This is an optimization exercise on Yosys and OpenROAD, whose aim is small area and a short achievable clock period, not a production implementation. Only simulation tests tie the RTL to the original design; equivalence was not proved. Power and IR drop assume default switching activity.

==> flow/design.v <==
module mem_ack_responder (
    input  logic        CLK,
    input  logic        RESET,
    input  logic        MR,
    input  logic        MW,
    input  logic [5:0]  ADDR,
    input  logic [31:0] DIN,
    input  logic [3:0]  BE,
    output logic [31:0] DOUT,
    output logic        ACK_N,
    output logic [1:0]  STATE
);
    logic [1:0]  st_q;      
    logic        lat2_q;    
    logic        busy_q;    
    logic        ack_n_q;
    logic [31:0] dout_q;
    logic [63:0] sel_n_q;   
    logic [31:0] din_q;
    logic [3:0]  be_q;
    logic        wr_q;
    logic [3:0]  bwe_n_q;   
    logic [31:0] mem_q [64];
    logic req, idle, fire;
    assign req  = MR | MW;
    assign idle = !busy_q;
    assign fire = lat2_q & req;
    always_ff @(posedge CLK or posedge RESET) begin
        if (RESET) begin
            st_q    <= 2'd0;
            lat2_q  <= 1'b0;
            busy_q  <= 1'b0;
            ack_n_q <= 1'b1;
        end else begin
            lat2_q  <= 1'b0;
            busy_q  <= req || (st_q == 2'd2);
            ack_n_q <= 1'b1;
            case (st_q)
                2'd0: if (req) st_q <= 2'd1;
                2'd1: begin
                    if (!req) st_q <= 2'd0;
                    else if (lat2_q) begin
                        st_q    <= 2'd2;
                        ack_n_q <= 1'b0;
                    end else lat2_q <= 1'b1;
                end
                2'd2: st_q <= 2'd3;
                default: if (!req) st_q <= 2'd0;
            endcase
        end
    end
    always_ff @(posedge CLK) begin
        if (idle) begin
            for (int w = 0; w < 64; w++) sel_n_q[w] <= (ADDR != 6'(w));
            din_q <= DIN;
            be_q  <= BE;
            wr_q  <= MW;
        end
    end
    always_ff @(posedge CLK) begin
        bwe_n_q <= (fire && wr_q) ? ~be_q : 4'hF;
    end
    always_ff @(posedge CLK) begin
        for (int w = 0; w < 64; w++) begin
            for (int b = 0; b < 4; b++) begin
                if (!(sel_n_q[w] || bwe_n_q[b])) mem_q[w][b*8 +: 8] <= din_q[b*8 +: 8];
            end
        end
    end
    logic [31:0] rdata;
    always_comb begin
        rdata = '1;
        for (int w = 0; w < 64; w++) rdata = rdata & (mem_q[w] | {32{sel_n_q[w]}});
    end
    always_ff @(posedge CLK or posedge RESET) begin
        if (RESET) dout_q <= '0;
        else if (fire && !wr_q) dout_q <= rdata;
    end
    assign DOUT  = dout_q;
    assign ACK_N = ack_n_q;
    assign STATE = st_q;
endmodule
==> flow/config.mk <==
export PLATFORM = sky130hd
export DESIGN_NAME = mem_ack_responder
export DESIGN_NICKNAME = mem_ack_responder
export VERILOG_FILES = /design/flow/design.v
export SDC_FILE = /design/flow/constraint.sdc
export NUM_CORES = 4
export LEC_CHECK = 0
export CAP_MARGIN = 20
export CORE_MARGIN = 2
export CORE_UTILIZATION = 65
export CTS_CLUSTER_DIAMETER = 80
export CTS_CLUSTER_SIZE = 30
export PLACE_DENSITY = 0.8
export SETUP_SLACK_MARGIN = 2.8
export SLEW_MARGIN = 20
==> flow/constraint.sdc <==
create_clock -name core_clock -period 5.0 [get_ports {CLK}]
set_input_delay 1.0000 -clock core_clock [delete_from_list [all_inputs] [get_ports {CLK}]]
set_output_delay 1.0000 -clock core_clock [all_outputs]
set_load 0.01 [all_outputs]
run.sh (not shown) runs the stock make flow with config.mk's settings and CLKGATE_MAP_FILE= SYNTH_SCRIPT=/design/flow/synth_recipe.tcl, a recipe that flattens the netlist after the stock synthesis.
The baseline finished with timing, DRC and antenna clean.
Next try:
--- a/flow/design.v
+++ b/flow/design.v
@@ -13,7 +13,7 @@
     logic [1:0]  st_q;      
     logic        lat2_q;    
     logic        busy_q;    
-    logic        ack_n_q;
+    logic        ack_q;     
     logic [31:0] dout_q;
     logic [63:0] sel_n_q;   
     logic [31:0] din_q;
@@ -30,18 +30,18 @@
             st_q    <= 2'd0;
             lat2_q  <= 1'b0;
             busy_q  <= 1'b0;
-            ack_n_q <= 1'b1;
+            ack_q   <= 1'b0;
         end else begin
             lat2_q  <= 1'b0;
             busy_q  <= req || (st_q == 2'd2);
-            ack_n_q <= 1'b1;
+            ack_q   <= 1'b0;
             case (st_q)
                 2'd0: if (req) st_q <= 2'd1;
                 2'd1: begin
                     if (!req) st_q <= 2'd0;
                     else if (lat2_q) begin
                         st_q    <= 2'd2;
-                        ack_n_q <= 1'b0;
+                        ack_q   <= 1'b1;
                     end else lat2_q <= 1'b1;
                 end
                 2'd2: st_q <= 2'd3;
@@ -72,11 +72,13 @@
         rdata = '1;
         for (int w = 0; w < 64; w++) rdata = rdata & (mem_q[w] | {32{sel_n_q[w]}});
     end
+    logic [31:0] rdata_q;
+    always_ff @(posedge CLK) rdata_q <= rdata;
     always_ff @(posedge CLK or posedge RESET) begin
         if (RESET) dout_q <= '0;
-        else if (fire && !wr_q) dout_q <= rdata;
+        else if (fire && !wr_q) dout_q <= rdata_q;
     end
     assign DOUT  = dout_q;
-    assign ACK_N = ack_n_q;
+    assign ACK_N = !ack_q;
     assign STATE = st_q;
 endmodule
Sequential power barely changes.
Sequential share of layout area went up by 2.8 points.
Setup slack improves by 29 ps.
Area after synthesis went up by 2.3%.
Global-route usage went down by 16 points.
Final area went down by 2.6%.
Worst hold slack improves by 22 ps.

* * *

== the previous run ==
// mem_ack_responder: RTL as listed in full above, without the edits since
export LEC_CHECK = 0
export CAP_MARGIN = 20
export CORE_MARGIN = 2
export CORE_UTILIZATION = 65
export CTS_CLUSTER_DIAMETER = 80
export CTS_CLUSTER_SIZE = 30
export PLACE_DENSITY = 0.8
export SETUP_SLACK_MARGIN = 2.7
export SLEW_MARGIN = 20
create_clock -name core_clock -period 5.0 [get_ports {CLK}]
Changes in the current run relative to the previous run:
==> flow/design.v <==
module mem_ack_responder (
    input  logic        CLK,
    input  logic        RESET,
    input  logic        MR,
    input  logic        MW,
    input  logic [5:0]  ADDR,
    input  logic [31:0] DIN,
    input  logic [3:0]  BE,
    output logic [31:0] DOUT,
    output logic        ACK_N,
    output logic [1:0]  STATE
);
    logic [1:0]  st_q;      
    logic        lat2_q;    
    logic        busy_q;    
    logic        ack_q;     
    logic [31:0] dout_q;
    logic [63:0] sel_n_q;   
    logic [31:0] din_q;
    logic [3:0]  be_q;
    logic        wr_q;
    logic        wcommit_n_q;  
    logic [31:0] mem_q [64];
    logic [31:0] rdata_q;
    logic req, idle, fire;
    assign req  = MR | MW;
    assign idle = !busy_q;
    assign fire = lat2_q & req;
    always_ff @(posedge CLK or posedge RESET) begin
        if (RESET) begin
            st_q    <= 2'd0;
            lat2_q  <= 1'b0;
            busy_q  <= 1'b0;
            ack_q   <= 1'b0;
        end else begin
            lat2_q  <= 1'b0;
            busy_q  <= req || (st_q == 2'd2);
            ack_q   <= 1'b0;
            case (st_q)
                2'd0: if (req) st_q <= 2'd1;
                2'd1: begin
                    if (!req) st_q <= 2'd0;
                    else if (lat2_q) begin
                        st_q    <= 2'd2;
                        ack_q   <= 1'b1;
                    end else lat2_q <= 1'b1;
                end
                2'd2: st_q <= 2'd3;
                default: if (!req) st_q <= 2'd0;
            endcase
        end
    end
    always_ff @(posedge CLK) begin
        if (idle) begin
            for (int w = 0; w < 64; w++) sel_n_q[w] <= (ADDR != 6'(w));
            din_q <= DIN;
            be_q  <= BE;
            wr_q  <= MW;
        end
    end
    logic [31:0] rdata;
    always_comb begin
        rdata = '1;
        for (int w = 0; w < 64; w++) rdata = rdata & (mem_q[w] | {32{sel_n_q[w]}});
    end
    always_ff @(posedge CLK) rdata_q <= rdata;
    always_ff @(posedge CLK) wcommit_n_q <= !(fire && wr_q);
    logic [31:0] wdata;
    always_comb begin
        for (int b = 0; b < 4; b++)
            wdata[b*8 +: 8] = be_q[b] ? din_q[b*8 +: 8] : rdata_q[b*8 +: 8];
    end
    always_ff @(posedge CLK) begin
        for (int w = 0; w < 64; w++) begin
            if (!(sel_n_q[w] || wcommit_n_q)) mem_q[w] <= wdata;
        end
    end
    always_ff @(posedge CLK or posedge RESET) begin
        if (RESET) dout_q <= '0;
        else if (fire && !wr_q) dout_q <= rdata_q;
    end
    assign DOUT  = dout_q;
    assign ACK_N = !ack_q;
    assign STATE = st_q;
endmodule
No stage failed in the current run, and the final checks on the layout all came back clean.
The current run ends up with a data arrival time of the worst path that is 1600 ps lower than in the previous run.
Per the comparison of the current run with the previous run, mapped cell area higher, signed area change from the synthesized netlist to the final layout lower.
As of the current run, number of clock buffer instances in the layout had risen by a few percent compared to the previous run.
[compare] base=the previous run new=the current run: cell total after placement saw an increase, worst relative slew slack saw an increase.

* * *

mem_ack_responder with an RTL version that a note above also has.
Size: about 4,600 cells after synthesis, about 2,200 flip-flops, about 81 I/O pins.
==> module mem_ack_responder, before the edit <==
module mem_ack_responder (
    input  logic        CLK,
    input  logic        RESET,
    input  logic        MR,
    input  logic        MW,
    input  logic [5:0]  ADDR,
    input  logic [31:0] DIN,
    input  logic [3:0]  BE,
    output logic [31:0] DOUT,
    output logic        ACK_N,
    output logic [1:0]  STATE
);
    logic [1:0]  st_q;      
    logic        lat2_q;    
    logic        busy_q;    
    logic        ack_q;     
    logic [31:0] dout_q;
    logic [63:0] sel_n_q;   
    logic [31:0] din_q;
    logic [3:0]  be_q;
    logic        wr_q;
    logic [3:0]  bwe_n_q;   
    logic [31:0] mem_q [64];
    logic req, idle, fire;
    assign req  = MR | MW;
    assign idle = !busy_q;
    assign fire = lat2_q & req;
    always_ff @(posedge CLK or posedge RESET) begin
        if (RESET) begin
            st_q    <= 2'd0;
            lat2_q  <= 1'b0;
            busy_q  <= 1'b0;
            ack_q   <= 1'b0;
        end else begin
            lat2_q  <= 1'b0;
            busy_q  <= req || (st_q == 2'd2);
            ack_q   <= 1'b0;
            case (st_q)
                2'd0: if (req) st_q <= 2'd1;
                2'd1: begin
                    if (!req) st_q <= 2'd0;
                    else if (lat2_q) begin
                        st_q    <= 2'd2;
                        ack_q   <= 1'b1;
                    end else lat2_q <= 1'b1;
                end
                2'd2: st_q <= 2'd3;
                default: if (!req) st_q <= 2'd0;
            endcase
        end
    end
    always_ff @(posedge CLK) begin
        if (idle) begin
            for (int w = 0; w < 64; w++) sel_n_q[w] <= (ADDR != 6'(w));
            din_q <= DIN;
            be_q  <= BE;
            wr_q  <= MW;
        end
    end
    always_ff @(posedge CLK) begin
        bwe_n_q <= (fire && wr_q) ? ~be_q : 4'hF;
    end
    always_ff @(posedge CLK) begin
        for (int w = 0; w < 64; w++) begin
            for (int b = 0; b < 4; b++) begin
                if (!(sel_n_q[w] || bwe_n_q[b])) mem_q[w][b*8 +: 8] <= din_q[b*8 +: 8];
            end
        end
    end
    logic [31:0] rdata;
    always_comb begin
        rdata = '1;
        for (int w = 0; w < 64; w++) rdata = rdata & (mem_q[w] | {32{sel_n_q[w]}});
    end
    logic [31:0] rdata_q;
    always_ff @(posedge CLK) rdata_q <= rdata;
    always_ff @(posedge CLK or posedge RESET) begin
        if (RESET) dout_q <= '0;
        else if (fire && !wr_q) dout_q <= rdata_q;
    end
    assign DOUT  = dout_q;
    assign ACK_N = !ack_q;
    assign STATE = st_q;
endmodule
==> flow/config.mk <==
export PLATFORM = sky130hd
export DESIGN_NAME = mem_ack_responder
export DESIGN_NICKNAME = mem_ack_responder
export VERILOG_FILES = /design/flow/design.v
export SDC_FILE = /design/flow/constraint.sdc
export NUM_CORES = 4
export LEC_CHECK = 0
export CAP_MARGIN = 20
export CORE_MARGIN = 2
export CORE_UTILIZATION = 65
export CTS_CLUSTER_DIAMETER = 80
export CTS_CLUSTER_SIZE = 30
export PLACE_DENSITY = 0.8
export SETUP_SLACK_MARGIN = 2.7
export SLEW_MARGIN = 20
==> flow/constraint.sdc <==
create_clock -name core_clock -period 5.0 [get_ports {CLK}]
set_input_delay 1.0000 -clock core_clock [delete_from_list [all_inputs] [get_ports {CLK}]]
set_output_delay 1.0000 -clock core_clock [all_outputs]
set_load 0.01 [all_outputs]
Edit:
--- a/flow/design.v
+++ b/flow/design.v
@@ -10,13 +10,13 @@
     output logic        ACK_N,
     output logic [1:0]  STATE
 );
     logic [1:0]  st_q;      
     logic        lat2_q;    
     logic        busy_q;    
-    logic        ack_q;     
+    logic        ack_n_q;
     logic [31:0] dout_q;
     logic [63:0] sel_n_q;   
     logic [31:0] din_q;
     logic [3:0]  be_q;
     logic        wr_q;
     logic [3:0]  bwe_n_q;   
@@ -27,24 +27,24 @@
     assign fire = lat2_q & req;
     always_ff @(posedge CLK or posedge RESET) begin
         if (RESET) begin
             st_q    <= 2'd0;
             lat2_q  <= 1'b0;
             busy_q  <= 1'b0;
-            ack_q   <= 1'b0;
+            ack_n_q <= 1'b1;
         end else begin
             lat2_q  <= 1'b0;
             busy_q  <= req || (st_q == 2'd2);
-            ack_q   <= 1'b0;
+            ack_n_q <= 1'b1;
             case (st_q)
                 2'd0: if (req) st_q <= 2'd1;
                 2'd1: begin
                     if (!req) st_q <= 2'd0;
                     else if (lat2_q) begin
                         st_q    <= 2'd2;
-                        ack_q   <= 1'b1;
+                        ack_n_q <= 1'b0;
                     end else lat2_q <= 1'b1;
                 end
                 2'd2: st_q <= 2'd3;
                 default: if (!req) st_q <= 2'd0;
             endcase
         end
@@ -76,9 +76,9 @@
     always_ff @(posedge CLK) rdata_q <= rdata;
     always_ff @(posedge CLK or posedge RESET) begin
         if (RESET) dout_q <= '0;
         else if (fire && !wr_q) dout_q <= rdata_q;
     end
     assign DOUT  = dout_q;
-    assign ACK_N = !ack_q;
+    assign ACK_N = ack_n_q;
     assign STATE = st_q;
 endmodule
Outcome:
- combinational power hardly moves
- die area stays flat
- non-clock buffer count stays the same
- design area stays flat
- setup slack is better by 0.0085 ns
- core utilization hardly moves
- via count stays flat
- synthesized cell count is about the same
- sequential power stays flat

==> separate check: timing with driven ports <==
Ports are ideal in the flow. The routed layouts listed here were re-timed in OpenROAD. Step 1 assumes that a clkbuf_16 drives the clock port and a buf_2 every other input. Step 2 also shifts input and output timing later by t, the mid clock arrival at the registers, as if the neighbouring blocks saw the same clock. a / b / c = no drivers / after step 1 / after step 2; a / b = the first two.
run | t (ns) | slack for setup (ns) | hold WS [ns] | worst slew at a driven data input, ns | pins driven straight from the clock port
the first run of note 1 | 0.824 | 2.601 / 2.526 / 2.033 | 0.402 / 0.402 / 0.402 | 0.04 | 1
the second run of note 1 | 0.776 | 2.629 / 2.551 / 2.181 | 0.424 / 0.424 / 0.424 | 0.05 | 1
the previous run | 0.818 | 2.568 / 2.541 / 2.000 | 0.404 / 0.404 / 0.404 | 0.04 | 1
the current run | 0.784 | 2.502 / 2.424 / 2.030 | 0.494 / 0.494 / 0.494 | 0.15 | 1
the first run of note 3 | 0.776 | 2.627 / 2.548 / 1.995 | 0.427 / 0.427 / 0.427 | 0.05 | 1
the second run of note 3 | 0.783 | 2.635 / 2.558 / 2.054 | 0.410 / 0.410 / 0.410 | 0.05 | 1
After both steps setup and hold are still met in every run listed. For the first run of note 3, which loses most, drivers alone change the setup slack by -0.079 ns; drivers and shift together by -0.632 ns.
